What follows belongs to an exercise in optimizing a design on an open flow for small area, a short achievable clock period and few clock cycles per item; a production flow would make more cautious choices.
In this exercise RTL edits were held to simulation tests only and were not proved equivalent to the original.
Power is estimated from default activity; no workload was simulated.

== maple ==
## precompute_pipe
module precompute_pipe (
  input  logic    clk,
  input  logic    rst,
  input  logic    in_pass,
  input  logic [3:0]  in_op,
  input  logic [2:0]  in_ra0,
  input  logic [2:0]  in_ra1,
  input  logic [2:0]  in_wa,
  input  logic [15:0] in_imm,
  input  logic    hold,
  output logic    in_accept,
  output logic    out_vld,
  output logic [2:0]  out_wa,
  output logic [31:0] out_wdata
);
  logic [19:0] in_enc;
  logic        h_vld;
  logic [19:0] h_enc;
  logic        h_adv;
  issue_stage i_issue_stage (
    .in_op  (pipe_pkg::opcode_t'(in_op)),
    .in_ra0 (in_ra0),
    .in_ra1 (in_ra1),
    .in_wa  (in_wa),
    .in_imm (in_imm),
    .enc    (in_enc)
  );
  inst_queue #(.DEPTH(15 - 8)) i_inst_queue (
    .clk       (clk),
    .rst       (rst),
    .in_pass   (in_pass),
    .in_enc    (in_enc),
    .h_adv     (h_adv),
    .in_accept (in_accept),
    .h_vld     (h_vld),
    .h_enc     (h_enc)
  );
  exec_unit i_exec_unit (
    .clk       (clk),
    .rst       (rst),
    .hold      (hold),
    .h_vld     (h_vld),
    .h_enc     (h_enc),
    .h_adv     (h_adv),
    .out_vld   (out_vld),
    .out_wa    (out_wa),
    .out_wdata (out_wdata)
  );
endmodule
Size: ~2500 cells after synthesis, ~920 flip-flops, roughly 70 I/O pins, roughly 39000 µm² of cells after synthesis.
Settings: LEC_CHECK=0, CAP_MARGIN=20, CORE_MARGIN=2, CORE_UTILIZATION=50, CTS_CLUSTER_DIAMETER=100, CTS_CLUSTER_SIZE=30, PLACE_DENSITY=0.65, SETUP_SLACK_MARGIN=2.4, SLEW_MARGIN=20; clock period 4.5 ns.
run.sh (not shown) runs the stock make flow with config.mk's settings and CLKGATE_MAP_FILE= SYNTH_SCRIPT=/design/flow/synth_recipe.tcl, a recipe that flattens the netlist after the stock synthesis.
Testbench counts of maple, summed over its fixed seeds: cycles 12,080, items 12,000.
Input changes introduced in fjord (baseline for comparison: maple):
Settings: swapping 2.4 for 2.5 in SETUP_SLACK_MARGIN; swapping 50 for 60 in CORE_UTILIZATION; swapping 0.65 for 0.75 in PLACE_DENSITY.
Share of the clock period used by the worst path | fjord below maple
Comparing buffer count from post-CTS setup fixing for maple and fjord, the smaller number came from maple.
Of fjord and maple, it is fjord that has the lower data arrival time of the critical path.
fjord reached the end of the flow, and the finished layout is clean on the timing, design-rule and antenna checks.
Modified inputs, amber compared to fjord
Settings: a change of SETUP_SLACK_MARGIN from 2.5 to 2.4.
### Flow results
- amber ended with every stage complete and zero timing, DRC or antenna violations.
- Comparing amber against fjord, there is no change at all in fraction of synthesized cell area in xor and xnor cells.
- Comparing amber with fjord, the clock latency reported for the late side of the worst-skew pair came out essentially unchanged.
- Between amber and fjord, the end-of-flow core utilization is lower for amber.
- STATUS worst setup slack after placement: amber loses against fjord
- fjord → amber: clock-buffer cell count saw an increase; number of inserted diodes now sits at about the same level.
- fjord → amber: total length of routed wires now larger; worst setup slack went down by 4.2 ps.
- | post-CTS setup-driven buffer insertion count | higher: fjord |
- On switching part of the total power, amber and fjord are neck and neck.
- Post-route worst hold slack: fjord vs amber, no meaningful difference
Setup changes, amber to delta
Settings: setting ABC_AREA to 1 for the first time.
- The share of the synthesized netlist area taken by xor and xnor gates reported for delta is smaller than that of amber by 1.4 points.
- Going from amber to delta, pin count of the biggest net entering global routing grew by more than 10%.
- Relative to amber, worst hold-check slack decreased by 3.2 ps in delta.
- delta vs amber, last element of the critical path: i_exec_unit.r[7] vs in_accept
- The first-pass GRT wire length in delta sits about 13% above the value recorded for amber.
- Area: delta vs amber -> delta larger
- Going from amber to delta, total clock buffers created by CTS moved up; final worst slack fell by 79 ps; routed metal-1 wirelength saw an increase; combinational fraction of design power increased 4.9 points.
The following lists how sierra was set up differently from delta:
Settings: swapping 2.4 for 3.0 in SETUP_SLACK_MARGIN; clearing ABC_AREA, which used to be 1.
- Diff delta..sierra | number of remaining DRC errors | unchanged
- Via count: sierra better than delta
- A slowest stage cell on the critical path of sky130_fd_sc_hd__fa_1 is what delta shows, while sky130_fd_sc_hd__dfxtp_4 belongs to sierra.
- Across both runs, data arrival time of the critical path was higher for sierra than for delta.
- Per the comparison of sierra with delta, area of all sequential standard cells now sits higher, quantity of gates resized following cts now sits higher, minimum setup slack in the final design now sits higher.
- Compared with delta, in sierra clock-buffer cell count now larger, internal power component increased about 9%.

[separate check: timing with driven ports]
The results above use ideal ports. As a check the final layouts listed here were re-extracted and re-timed, cells and wires unchanged. Step 1: set_driving_cell puts a clkbuf_16 on clk and a buf_2 on each other input, an assumption about the parent block. Step 2 times the ports against the registers' clock, not the clock port: input delays grow and output delays shrink by t, the midpoint of the rising clock arrivals with the driver on. a / b / c = no drivers / after step 1 / after step 2; a / b = the first two.
run | t, ns | setup WS [ns] | cell pins on the clock port's net
maple | 0.667 | 2.402 / 2.339 / 1.801 | 1
fjord | 0.662 | 2.439 / 2.382 / 1.886 | 1
amber | 0.659 | 2.435 / 2.375 / 1.790 | 1
delta | 0.662 | 2.356 / 2.356 / 1.828 | 1
sierra | 0.663 | 2.395 / 2.351 / 1.829 | 1
After both steps setup and hold are still met in every run listed. The setup slack of amber, which loses most, moves by -0.060 ns with the drivers and by -0.645 ns with both steps.
